Context: an optimization exercise on an open-source flow, tuned for small area, a short achievable clock period and few clock cycles per item. The choices shown serve that exercise and are no tape-out recipe. No functional check of the RTL was part of any run shown here. Power and IR drop assume default switching activity.

==> flow/design.v, too long to show whole: its modules and the start of the top module <==
// module conv_pair_top: 1134 lines
// module conv_fa: 10 lines
// module conv_sign_word: 29 lines
// module conv_nand2: 3 lines
// module conv_nor2: 3 lines
// module conv_xor2: 3 lines
// module conv_xnor2: 3 lines
// module conv_inv: 3 lines
// module conv_aoi21: 3 lines
// module conv_oai21: 3 lines
// module conv_mux2: 3 lines
// module conv_mux2i: 3 lines
module conv_pair_top (
    input  logic                 clk_i,
    input  logic                 reset_i,
    input  logic                 win_valid_i,
    input  logic [127:0]         win_i,            
    output logic                 credit_o,
    input  logic                 credit_i,
    output logic                 result_valid_o,
    output logic [31:0]          result_o          
);
  // ...
==> flow/flow/run.sh <==
#!/bin/bash
set -euo pipefail
bash standard.sh SETUP_SLACK_MARGIN=5.3 BUFFER_PORTS_ARGS="-buffer_cell sky130_fd_sc_hd__buf_1" finish > make.log 2>&1
==> flow/standard.sh <==
#!/bin/bash
# synth_recipe.tcl (not shown) runs the flow's synth.tcl, then flattens the netlist and writes it again
# the make line also repeats each setting of config.mk as NAME=value (left out here)
make -C /OpenROAD-flow-scripts/flow DESIGN_CONFIG=/design/flow/config.mk WORK_HOME=/design/flow/orfs CLKGATE_MAP_FILE= SYNTH_SCRIPT=/design/flow/synth_recipe.tcl "${@:-finish}"
==> flow/config.mk <==
export PLATFORM = sky130hd
export DESIGN_NAME = conv_pair_top
export DESIGN_NICKNAME = conv_pair_top
export VERILOG_FILES = /design/flow/design.v
export SDC_FILE = /design/flow/constraint.sdc
export NUM_CORES = 4
export LEC_CHECK = 0
export CAP_MARGIN = 20
export CORE_MARGIN = 2
export CORE_UTILIZATION = 55
export CTS_BUF_LIST = sky130_fd_sc_hd__clkbuf_4 sky130_fd_sc_hd__clkbuf_8
export SETUP_SLACK_MARGIN = 5.0
export SLEW_MARGIN = 20
export SYNTH_HIERARCHICAL = 1
export SYNTH_MINIMUM_KEEP_SIZE = 0
==> flow/constraint.sdc <==
create_clock -name core_clock -period 10.0 [get_ports {clk_i}]
set_input_delay 2.0000 -clock core_clock [delete_from_list [all_inputs] [get_ports {clk_i}]]
set_output_delay 2.0000 -clock core_clock [all_outputs]
set_load 0.01 [all_outputs]
==> impl_metrics.ini, run 1 <==
[worst_setup_path]
cp.depth = 11
critical_path_class = input pin to flip-flop
max_stage_delay_ns = 0.57

[placed_design]
dpl.cell_count = 1032

[layout]
layout_common_cells = buf_1, fa_1, nor2_1
layoutNonFillerInstCount = 1050
largest_reg_flops = 68
antenna_cells = 0
register_area_mm2 = 0.00216
clk_share = 0.0246
seq_cells = 74

[power]
combPwrFrac = 0.650
powerDensity_mw_per_mm2 = 278

[die]
initial_core_util = 0.559
die_x_um = 123

[synth]
syn_inst = 711
yosysMostFrequentCell = fa_1
synthTopCellsByCount = fa_1, nor2_1, edfxtp_1
yosysTopAreaCell = fa_1
yosys.area_share.xor_xnor = 0.0895
synth_top_family_by_area = adder cells

[global_routing]
use_met1 = 0.325
grt_pass1_vias = 5702

[sta]
worst_slack_ns = 5.41
finalSetupTns_ns = 0
slew_viol_final = 0

[status]
status = timing/DRC/antenna clean

[detailed_routing]
drt-met1-wl_um = 7490

[hold_path]
min-delay-start = entry_valid[1]
==> run 2: changes to the inputs <==
--- a/flow/design.v
+++ b/flow/design.v
@@ -61,17 +61,16 @@
     output logic [31:0]          result_o          
 );
     logic [1:0][16:0] row_raw;     
     logic [15:0] pa0;
     logic [15:0] pb0;
     logic [15:0] pc0;
     logic [15:0] pd0;
     logic [4:0] v0;
-    logic [3:0] u0;
     logic s0_1;
     logic k0_2;
     logic s0_3;
     logic k0_4;
     logic s0_5;
     logic k0_6;
     logic s0_7;
     logic k0_8;
@@ -299,17 +298,16 @@
     logic n0_223;
     logic n0_224;
     logic neg0, nz0;
     logic [15:0] pa1;
     logic [15:0] pb1;
     logic [15:0] pc1;
     logic [15:0] pd1;
     logic [4:0] v1;
-    logic [3:0] u1;
     logic s1_225;
     logic k1_226;
     logic s1_227;
     logic k1_228;
     logic s1_229;
     logic k1_230;
     logic s1_231;
     logic k1_232;
@@ -537,17 +535,16 @@
     logic n1_447;
     logic n1_448;
     logic neg1, nz1;
     assign pa0 = win_i[0 +: 16];   
     assign pb0 = win_i[16 +: 16];   
     assign pc0 = win_i[48 +: 16];   
     assign pd0 = win_i[64 +: 16];   
     conv_sign_word i_v0 (.a15(pa0[15]), .b15(pb0[15]), .c15(pc0[15]), .d15(pd0[15]), .v(v0));
-    assign u0 = 4'd1 - {3'd0, pa0[15]} + 4'd3 * {3'd0, pb0[15]} + 4'd3 * {3'd0, pc0[15]} + 4'd2 * {3'd0, pd0[15]};
     assign s0_1 = ~(pb0[0] ^ pc0[0]);
     assign k0_2 = pb0[0] | pc0[0];
     assign s0_3 = ~(pb0[1] ^ pb0[0]);
     assign k0_4 = pb0[1] | pb0[0];
     conv_fa i_s0_5 (.a(pc0[1]), .b(pc0[0]), .c(pd0[0]), .s(s0_5), .co(k0_6));
     conv_fa i_s0_7 (.a(~pa0[1]), .b(k0_2), .c(s0_3), .s(s0_7), .co(k0_8));
     conv_fa i_s0_9 (.a(pb0[2]), .b(pb0[1]), .c(pc0[2]), .s(s0_9), .co(k0_10));
     conv_fa i_s0_11 (.a(pc0[1]), .b(pd0[1]), .c(~pa0[2]), .s(s0_11), .co(k0_12));
@@ -651,17 +648,17 @@
     assign y0[19] = 1'b0;
     assign z0[4] = 1'b0;
     conv_nand2 i_gn0_0 (.a(~pa0[0]), .b(s0_1), .y(gn0[0]));
     conv_nor2 i_tn0_0 (.a(~pa0[0]), .b(s0_1), .y(tn0[0]));
     conv_xor2 i_p0_0 (.a(~pa0[0]), .b(s0_1), .y(p0[0]));
     conv_nand2 i_gn0_1 (.a(s0_5), .b(s0_7), .y(gn0[1]));
     conv_nor2 i_tn0_1 (.a(s0_5), .b(s0_7), .y(tn0[1]));
     conv_xor2 i_p0_1 (.a(s0_5), .b(s0_7), .y(p0[1]));
-    assign gn0[2] = ~(s0_15 & 1'b0);
+    assign gn0[2] = 1'b1;
     assign tn0[2] = ~(s0_15 | 1'b0);
     assign p0[2] = s0_15 ^ 1'b0;
     conv_nand2 i_gn0_3 (.a(k0_16), .b(s0_23), .y(gn0[3]));
     conv_nor2 i_tn0_3 (.a(k0_16), .b(s0_23), .y(tn0[3]));
     conv_xor2 i_p0_3 (.a(k0_16), .b(s0_23), .y(p0[3]));
     conv_nand2 i_gn0_4 (.a(k0_24), .b(s0_31), .y(gn0[4]));
     conv_nor2 i_tn0_4 (.a(k0_24), .b(s0_31), .y(tn0[4]));
     conv_xor2 i_p0_4 (.a(k0_24), .b(s0_31), .y(p0[4]));
@@ -692,19 +689,19 @@
     conv_nand2 i_gn0_13 (.a(k0_96), .b(s0_103), .y(gn0[13]));
     conv_nor2 i_tn0_13 (.a(k0_96), .b(s0_103), .y(tn0[13]));
     conv_xor2 i_p0_13 (.a(k0_96), .b(s0_103), .y(p0[13]));
     conv_nand2 i_gn0_14 (.a(k0_104), .b(s0_111), .y(gn0[14]));
     conv_nor2 i_tn0_14 (.a(k0_104), .b(s0_111), .y(tn0[14]));
     conv_xor2 i_p0_14 (.a(k0_104), .b(s0_111), .y(p0[14]));
     conv_oai21 i_n0_121 (.a1(tn0[1]), .a2(gn0[0]), .b1(gn0[1]), .y(n0_121));
     conv_nor2 i_n0_122 (.a(tn0[1]), .b(tn0[0]), .y(n0_122));
-    conv_oai21 i_n0_123 (.a1(tn0[2]), .a2(gn0[1]), .b1(gn0[2]), .y(n0_123));
+    assign n0_123 = ~((tn0[2] | gn0[1]) & 1'b1);
     conv_nor2 i_n0_124 (.a(tn0[2]), .b(tn0[1]), .y(n0_124));
-    conv_oai21 i_n0_125 (.a1(tn0[3]), .a2(gn0[2]), .b1(gn0[3]), .y(n0_125));
+    assign n0_125 = ~((tn0[3] | 1'b1) & gn0[3]);
     conv_nor2 i_n0_126 (.a(tn0[3]), .b(tn0[2]), .y(n0_126));
     conv_oai21 i_n0_127 (.a1(tn0[4]), .a2(gn0[3]), .b1(gn0[4]), .y(n0_127));
     conv_nor2 i_n0_128 (.a(tn0[4]), .b(tn0[3]), .y(n0_128));
     conv_oai21 i_n0_129 (.a1(tn0[5]), .a2(gn0[4]), .b1(gn0[5]), .y(n0_129));
     conv_nor2 i_n0_130 (.a(tn0[5]), .b(tn0[4]), .y(n0_130));
     conv_oai21 i_n0_131 (.a1(tn0[6]), .a2(gn0[5]), .b1(gn0[6]), .y(n0_131));
     conv_nor2 i_n0_132 (.a(tn0[6]), .b(tn0[5]), .y(n0_132));
     conv_oai21 i_n0_133 (.a1(tn0[7]), .a2(gn0[6]), .b1(gn0[7]), .y(n0_133));
@@ -812,41 +809,40 @@
     conv_nor2 i_htn0_0 (.a(k0_112), .b(s0_117), .y(htn0[0]));
     conv_xor2 i_hp0_0 (.a(k0_112), .b(s0_117), .y(hp0[0]));
     conv_nand2 i_hgn0_1 (.a(k0_118), .b(s0_119), .y(hgn0[1]));
     conv_nor2 i_htn0_1 (.a(k0_118), .b(s0_119), .y(htn0[1]));
     conv_xor2 i_hp0_1 (.a(k0_118), .b(s0_119), .y(hp0[1]));
     conv_nand2 i_hgn0_2 (.a(v0[2]), .b(k0_120), .y(hgn0[2]));
     conv_nor2 i_htn0_2 (.a(v0[2]), .b(k0_120), .y(htn0[2]));
     conv_xor2 i_hp0_2 (.a(v0[2]), .b(k0_120), .y(hp0[2]));
-    assign hgn0[3] = ~(v0[3] & 1'b0);
+    assign hgn0[3] = 1'b1;
     assign htn0[3] = ~(v0[3] | 1'b0);
     assign hp0[3] = v0[3] ^ 1'b0;
-    assign hgn0[4] = ~(v0[4] & 1'b0);
+    assign hgn0[4] = 1'b1;
     assign htn0[4] = ~(v0[4] | 1'b0);
     assign hp0[4] = v0[4] ^ 1'b0;
     conv_oai21 i_n0_219 (.a1(htn0[1]), .a2(hgn0[0]), .b1(hgn0[1]), .y(n0_219));
     conv_nor2 i_n0_220 (.a(htn0[1]), .b(htn0[0]), .y(n0_220));
-    conv_oai21 i_n0_221 (.a1(htn0[3]), .a2(hgn0[2]), .b1(hgn0[3]), .y(n0_221));
+    assign n0_221 = ~((htn0[3] | hgn0[2]) & 1'b1);
     conv_nor2 i_n0_222 (.a(htn0[3]), .b(htn0[2]), .y(n0_222));
     conv_aoi21 i_n0_223 (.a1(n0_222), .a2(n0_219), .b1(n0_221), .y(n0_223));
     conv_nand2 i_n0_224 (.a(n0_222), .b(n0_220), .y(n0_224));
     assign neg0_0 = hp0[4] ^ ~n0_223;
     assign neg1_0 = hp0[4] ^ ~(n0_223 & n0_224);
     conv_mux2i i_neg0 (.a0(neg1_0), .a1(neg0_0), .s(n0_217), .y(neg0));   
     assign nz0_0 = hp0[0] | (|(hp0[4:1] ^ ~htn0[3:0]));
     assign nz1_0 = ~&hp0;
     conv_mux2i i_nz0 (.a0(nz1_0), .a1(nz0_0), .s(n0_217), .y(nz0));   
     assign row_raw[0] = {neg0, nz0, lo0};
     assign pa1 = win_i[32 +: 16];   
     assign pb1 = win_i[48 +: 16];   
     assign pc1 = win_i[80 +: 16];   
     assign pd1 = win_i[96 +: 16];   
     conv_sign_word i_v1 (.a15(pa1[15]), .b15(pb1[15]), .c15(pc1[15]), .d15(pd1[15]), .v(v1));
-    assign u1 = 4'd1 - {3'd0, pa1[15]} + 4'd3 * {3'd0, pb1[15]} + 4'd3 * {3'd0, pc1[15]} + 4'd2 * {3'd0, pd1[15]};
     assign s1_225 = ~(pb1[0] ^ pc1[0]);
     assign k1_226 = pb1[0] | pc1[0];
     assign s1_227 = ~(pb1[1] ^ pb1[0]);
     assign k1_228 = pb1[1] | pb1[0];
     conv_fa i_s1_229 (.a(pc1[1]), .b(pc1[0]), .c(pd1[0]), .s(s1_229), .co(k1_230));
     conv_fa i_s1_231 (.a(~pa1[1]), .b(k1_226), .c(s1_227), .s(s1_231), .co(k1_232));
     conv_fa i_s1_233 (.a(pb1[2]), .b(pb1[1]), .c(pc1[2]), .s(s1_233), .co(k1_234));
     conv_fa i_s1_235 (.a(pc1[1]), .b(pd1[1]), .c(~pa1[2]), .s(s1_235), .co(k1_236));
@@ -950,17 +946,17 @@
     assign y1[19] = 1'b0;
     assign z1[4] = 1'b0;
     conv_nand2 i_gn1_0 (.a(~pa1[0]), .b(s1_225), .y(gn1[0]));
     conv_nor2 i_tn1_0 (.a(~pa1[0]), .b(s1_225), .y(tn1[0]));
     conv_xor2 i_p1_0 (.a(~pa1[0]), .b(s1_225), .y(p1[0]));
     conv_nand2 i_gn1_1 (.a(s1_229), .b(s1_231), .y(gn1[1]));
     conv_nor2 i_tn1_1 (.a(s1_229), .b(s1_231), .y(tn1[1]));
     conv_xor2 i_p1_1 (.a(s1_229), .b(s1_231), .y(p1[1]));
-    assign gn1[2] = ~(s1_239 & 1'b0);
+    assign gn1[2] = 1'b1;
     assign tn1[2] = ~(s1_239 | 1'b0);
     assign p1[2] = s1_239 ^ 1'b0;
     conv_nand2 i_gn1_3 (.a(k1_240), .b(s1_247), .y(gn1[3]));
     conv_nor2 i_tn1_3 (.a(k1_240), .b(s1_247), .y(tn1[3]));
     conv_xor2 i_p1_3 (.a(k1_240), .b(s1_247), .y(p1[3]));
     conv_nand2 i_gn1_4 (.a(k1_248), .b(s1_255), .y(gn1[4]));
     conv_nor2 i_tn1_4 (.a(k1_248), .b(s1_255), .y(tn1[4]));
     conv_xor2 i_p1_4 (.a(k1_248), .b(s1_255), .y(p1[4]));
@@ -991,19 +987,19 @@
     conv_nand2 i_gn1_13 (.a(k1_320), .b(s1_327), .y(gn1[13]));
     conv_nor2 i_tn1_13 (.a(k1_320), .b(s1_327), .y(tn1[13]));
     conv_xor2 i_p1_13 (.a(k1_320), .b(s1_327), .y(p1[13]));
     conv_nand2 i_gn1_14 (.a(k1_328), .b(s1_335), .y(gn1[14]));
     conv_nor2 i_tn1_14 (.a(k1_328), .b(s1_335), .y(tn1[14]));
     conv_xor2 i_p1_14 (.a(k1_328), .b(s1_335), .y(p1[14]));
     conv_oai21 i_n1_345 (.a1(tn1[1]), .a2(gn1[0]), .b1(gn1[1]), .y(n1_345));
     conv_nor2 i_n1_346 (.a(tn1[1]), .b(tn1[0]), .y(n1_346));
-    conv_oai21 i_n1_347 (.a1(tn1[2]), .a2(gn1[1]), .b1(gn1[2]), .y(n1_347));
+    assign n1_347 = ~((tn1[2] | gn1[1]) & 1'b1);
     conv_nor2 i_n1_348 (.a(tn1[2]), .b(tn1[1]), .y(n1_348));
-    conv_oai21 i_n1_349 (.a1(tn1[3]), .a2(gn1[2]), .b1(gn1[3]), .y(n1_349));
+    assign n1_349 = ~((tn1[3] | 1'b1) & gn1[3]);
     conv_nor2 i_n1_350 (.a(tn1[3]), .b(tn1[2]), .y(n1_350));
     conv_oai21 i_n1_351 (.a1(tn1[4]), .a2(gn1[3]), .b1(gn1[4]), .y(n1_351));
     conv_nor2 i_n1_352 (.a(tn1[4]), .b(tn1[3]), .y(n1_352));
     conv_oai21 i_n1_353 (.a1(tn1[5]), .a2(gn1[4]), .b1(gn1[5]), .y(n1_353));
     conv_nor2 i_n1_354 (.a(tn1[5]), .b(tn1[4]), .y(n1_354));
     conv_oai21 i_n1_355 (.a1(tn1[6]), .a2(gn1[5]), .b1(gn1[6]), .y(n1_355));
     conv_nor2 i_n1_356 (.a(tn1[6]), .b(tn1[5]), .y(n1_356));
     conv_oai21 i_n1_357 (.a1(tn1[7]), .a2(gn1[6]), .b1(gn1[7]), .y(n1_357));
@@ -1111,25 +1107,25 @@
     conv_nor2 i_htn1_0 (.a(k1_336), .b(s1_341), .y(htn1[0]));
     conv_xor2 i_hp1_0 (.a(k1_336), .b(s1_341), .y(hp1[0]));
     conv_nand2 i_hgn1_1 (.a(k1_342), .b(s1_343), .y(hgn1[1]));
     conv_nor2 i_htn1_1 (.a(k1_342), .b(s1_343), .y(htn1[1]));
     conv_xor2 i_hp1_1 (.a(k1_342), .b(s1_343), .y(hp1[1]));
     conv_nand2 i_hgn1_2 (.a(v1[2]), .b(k1_344), .y(hgn1[2]));
     conv_nor2 i_htn1_2 (.a(v1[2]), .b(k1_344), .y(htn1[2]));
     conv_xor2 i_hp1_2 (.a(v1[2]), .b(k1_344), .y(hp1[2]));
-    assign hgn1[3] = ~(v1[3] & 1'b0);
+    assign hgn1[3] = 1'b1;
     assign htn1[3] = ~(v1[3] | 1'b0);
     assign hp1[3] = v1[3] ^ 1'b0;
-    assign hgn1[4] = ~(v1[4] & 1'b0);
+    assign hgn1[4] = 1'b1;
     assign htn1[4] = ~(v1[4] | 1'b0);
     assign hp1[4] = v1[4] ^ 1'b0;
     conv_oai21 i_n1_443 (.a1(htn1[1]), .a2(hgn1[0]), .b1(hgn1[1]), .y(n1_443));
     conv_nor2 i_n1_444 (.a(htn1[1]), .b(htn1[0]), .y(n1_444));
-    conv_oai21 i_n1_445 (.a1(htn1[3]), .a2(hgn1[2]), .b1(hgn1[3]), .y(n1_445));
+    assign n1_445 = ~((htn1[3] | hgn1[2]) & 1'b1);
     conv_nor2 i_n1_446 (.a(htn1[3]), .b(htn1[2]), .y(n1_446));
     conv_aoi21 i_n1_447 (.a1(n1_446), .a2(n1_443), .b1(n1_445), .y(n1_447));
     conv_nand2 i_n1_448 (.a(n1_446), .b(n1_444), .y(n1_448));
     assign neg0_1 = hp1[4] ^ ~n1_447;
     assign neg1_1 = hp1[4] ^ ~(n1_447 & n1_448);
     conv_mux2i i_neg1 (.a0(neg1_1), .a1(neg0_1), .s(n1_441), .y(neg1));   
     assign nz0_1 = hp1[0] | (|(hp1[4:1] ^ ~htn1[3:0]));
     assign nz1_1 = ~&hp1;
==> flow/config.mk (replaced) <==
export PLATFORM = sky130hd
export DESIGN_NAME = conv_pair_top
export DESIGN_NICKNAME = conv_pair_top
export VERILOG_FILES = /design/flow/design.v
export SDC_FILE = /design/flow/constraint.sdc
export NUM_CORES = 4
export LEC_CHECK = 0
export CAP_MARGIN = 20
export CORE_MARGIN = 2
export CORE_UTILIZATION = 50
export CTS_BUF_LIST = sky130_fd_sc_hd__clkbuf_4 sky130_fd_sc_hd__clkbuf_8
export PLACE_DENSITY = 0.75
export SETUP_SLACK_MARGIN = 5.0
export SLEW_MARGIN = 20
export SYNTH_HIERARCHICAL = 1
export SYNTH_MINIMUM_KEEP_SIZE = 0
==> run 2 against run 1 <==
  * Via count is 0.70% lower
  * Cell count is 0.19% lower
  * Die area is 9.4% higher
  * Worst setup slack worse by 0.028 ns
  * Routed wire length is 1.4% higher
  * Sequential share of layout area is 0.28 points higher
  * Synthesized cell count is 0.28% lower
  * Power is 1.0% higher
  * Count of clock-buffer cells in the layout stayed put
  * Largest cell class unchanged
==> impl_metrics.ini, run 2 <==
[detailed_routing]
antenna_left = 0
remaining_drc_errors = 0
viasPerCell = 5.16
firstDrtPassIters = 5
wl_per_cell_um = 15.8
drt_wl_total_um = 16600
drtIter0Drc = 321
num_vias = 5404

[placed_design]
gp_congestion = 0.894
hpwlAfterDp_um = 13700
io_buffer_count = 147
place_area_mm2 = 0.00838

[sta]
slew_headroom = 0.356
slew_viol_final = 0
hold_violations = 0
max_freq_mhz = 216
finalSetupTns_ns = 0
fin_skew_ns = 0.00501
worstMarginPinSlew_ns = 0.947
rsz0062_at_grt = no
finalCritPeriodShare = 0.462
period_needed_ns = 4.62
setup_viol = 0

[synth]
yosysMostFrequentCell = fa_1
synthTopCellsByArea = fa_1, edfxtp_1, xor2_1, a21oi_2, mux2i_1
yosys_warnings = 8
synth_area_mm2 = 0.00771
synth_seq_area_share = 0.281
synthTopCellsByCount = fa_1, nor2_1, edfxtp_1
syn_inst = 709
async_flop_share = 0
yosysTopAreaCellShare = 0.301
ys_ff_latch = 74
synth-edff-count = 68
synth-main-ff-cell = edfxtp_1
avgSynthCellArea_um2 = 10.9
synth_cell_type_count = 37
yosysTopAreaCell = fa_1

[clock_tree]
clkTransAtPathRegs_ns = 0.08
postCtsHoldBufs = 0
clockBufferDepth = 2
worstSkewPairLatency_ns = 0.36
cts_tree = built
numClockSinks = 74
clockRootBuffer = clkbuf_8
cts_buffers = 9
htreeDepth = 3

[worst_setup_path]
critical_path_class = input pin to flip-flop
cp_data_arrival_time_ns = 4.73
r2r-start = rd_ptr
cp-end-kind = flip-flop
required_ns = 10.11
path_max_fanout = 3
reg2reg_setup_slack_ns = 7.99
r2r.worst_path.cells = 6
crit_path_start_kind = input pin
reg2reg_to = out_credits[1]

[die]
die_x_um = 128
fp.dieArea_mm2 = 0.0164
rows = 45
num_io_pins = 166
die_h_um = 128
initial_core_util = 0.509
fp.coreArea_mm2 = 0.0151

[layout]
stdcell_area_mm2 = 0.00866
area_delta_synth_final_pct = 12.4
largest_register = entry
layout.nets = 1116
drive_gt1_frac = 0.117
layout_common_cells = buf_1, fa_1, nor2_1
reg.largest.list = entry x68, entry_valid x2, out_credits x2
final_util = 0.572
largest_reg_flops = 68
final_common_cell = buf_1
antenna_cells = 0

[hold_path]
holdPathStages = 2
hp-class = flip-flop to flip-flop
hold_end = entry_valid[1]
min-delay-start = entry_valid[1]

[flow_run]
maxCapViolations = 0

[global_routing]
grt_antenna_before_repair = 0
grt_pass1_wl_um = 26700
grt_pass1_vias = 5381
grt_use_total = 0.212
grt_max_degree = 41
grt_overflow = 0

[power]
p_leak_nw = 3.32
irDropWorstVdd_mv = 0.115
powerDensity_mw_per_mm2 = 284

[status]
status = timing/DRC/antenna clean
-- run 2: changes by cell type in the layout (fill, tap and decap cells not counted), moves of 3 or more --
cell	previous run	this run
fa_1	113	116
clkbuf_2	10	6
fa_2	3	0
buf_1	130	134
conb_1	8	2
a21oi_1	20	31
o21ai_2	9	6
a21oi_2	52	43
nor2_1	73	78
buf_4	5	2
o21ai_1	47	44
-- run 2: critical path: stages --
cell,delay (ns)
buf_1,0.15
fa_1,0.59
fa_1,0.43
fa_1,0.58
nor2_2,0.08
nor2_1,0.23
nand2_1,0.15
o21ai_2,0.23
a21oi_2,0.12
mux2i_2,0.17
-- run 2: where the power goes --
group          leakage [nW]  switching [mW]  internal, mW
clock                0.0990           0.115         0.115
sequential            0.689          0.0284         0.579
combinational          2.53            1.00         0.623
total                  3.32            1.15          1.32
-- run 2: through the flow --
stage / worst slack [ns] / instances / power, mW / hold WS, ns
global route: 5.26 / 1048 / 2.67 / 0.533
CTS: 5.31 / 1047 / 2.44 / 0.503
detailed placement: 4.79 / 1031 / 2.20 / 0.492
floorplan: 5.46 / 710 / 1.85 / 0.473
global placement: 4.80 / 1031 / 2.17 / 0.488
finish: 5.38 / 1048 / 2.46 / 0.501
-- run 2: how the worst max path moves through the flow --
stage / from / end / slack [ns]
global placement: win_i[53] / entry[15] / 4.80
floorplan: win_i[21] / entry[15] / 5.46
CTS: win_i[57] / entry[33] / 5.31
finish: win_i[21] / entry[50] / 5.38
detailed placement: win_i[53] / entry[16] / 4.79
global route: win_i[57] / entry[66] / 5.26
-- run 2: modules after synthesis (local to each module, per instance) --
module | flip-flops and latches | cells | area (um2) | times used
conv_aoi21 | 0 | 1 | 8.76 | 42
conv_fa | 0 | 1 | 20.0 | 116
conv_inv | 0 | 1 | 3.75 | 8
conv_mux2i | 0 | 1 | 10.0 | 4
conv_nand2 | 0 | 1 | 3.75 | 58
conv_nor2 | 0 | 1 | 3.75 | 76
conv_oai21 | 0 | 1 | 5.00 | 48
conv_pair_top | 74 | 251 | 3340 | 1
conv_sign_word | 0 | 22 | 160 | 2
conv_xnor2 | 0 | 1 | 8.76 | 18
conv_xor2 | 0 | 1 | 8.76 | 44
-- run 2: logic make-up (layout without fill, tap and decap cells) --
family	Yosys count	after routing	synth area share
xor gates and xnor gates	79	79	0.0898
DFF	74	74	0.281
AOI/OAI and AO/OA	138	138	0.115
buffers and inverters	83	233	0.0505
other	1	2	0.000487
muxes	40	40	0.0567
and+or+nand+nor	165	165	0.0848
adders and majority gates	129	129	0.322
-- run 2: timing repair --
action | CTS | global route
buffers inserted | 0 | 0
resized for setup | 7 | 19
endpoints found under the setup margin | 14 | 28
cloned | 0 | 0
pin swaps | 0 | 0
-- run 2: cell type report --
cell class / count / area (um2)
clock buffer: 9 / 124
clock inverter: 7 / 70.1
fill: 1337 / 6490
inverter: 67 / 251
multi-input combinational: 553 / 5200
sequential: 74 / 2160
tap: 188 / 235
timing repair buffer: 150 / 611
-- run 2: routing by layer --
layer	global-route usage	routed length (um)	vias to the layer above
met2	0.338	7520	191
met5	0	0	-
met4	0.0485	175	0
met1	0.306	7930	2561
met3	0.0388	964	12
li1	-	-	2640

-- afterwards: timing with drivers on the ports --
In the flow no input, the clock included, has a driving cell. The finished layouts below were timed again as built, in two steps. Step 1 sets driving cells, clkbuf_16 on the clock port and buf_2 on the other inputs (assumed; they add their load-dependent delay and slew). Step 2 adds t to the input delays and takes it off the output delays; t is the mean of the earliest and latest rising clock arrival at the registers after step 1. Input paths then give back, and output paths get back, about the clock's delay inside the block. a / b / c = ideal ports / drivers / drivers and shift; a / b = the first two.
run	t, ns	setup slack, ns	worst setup path at the end	worst register clock-pin slew, ns	worst data-port slew with drivers (ns)
run 1	0.387	5.406 / 5.412 / 5.025	input to register	0.08 / 0.08	0.06
run 2	0.389	5.378 / 5.389 / 5.001	input to register	0.08 / 0.08	0.05
After both steps setup and hold are still met in every run listed. For run 1, which loses most, drivers alone change the setup slack by +0.006 ns; drivers and shift together by -0.381 ns.
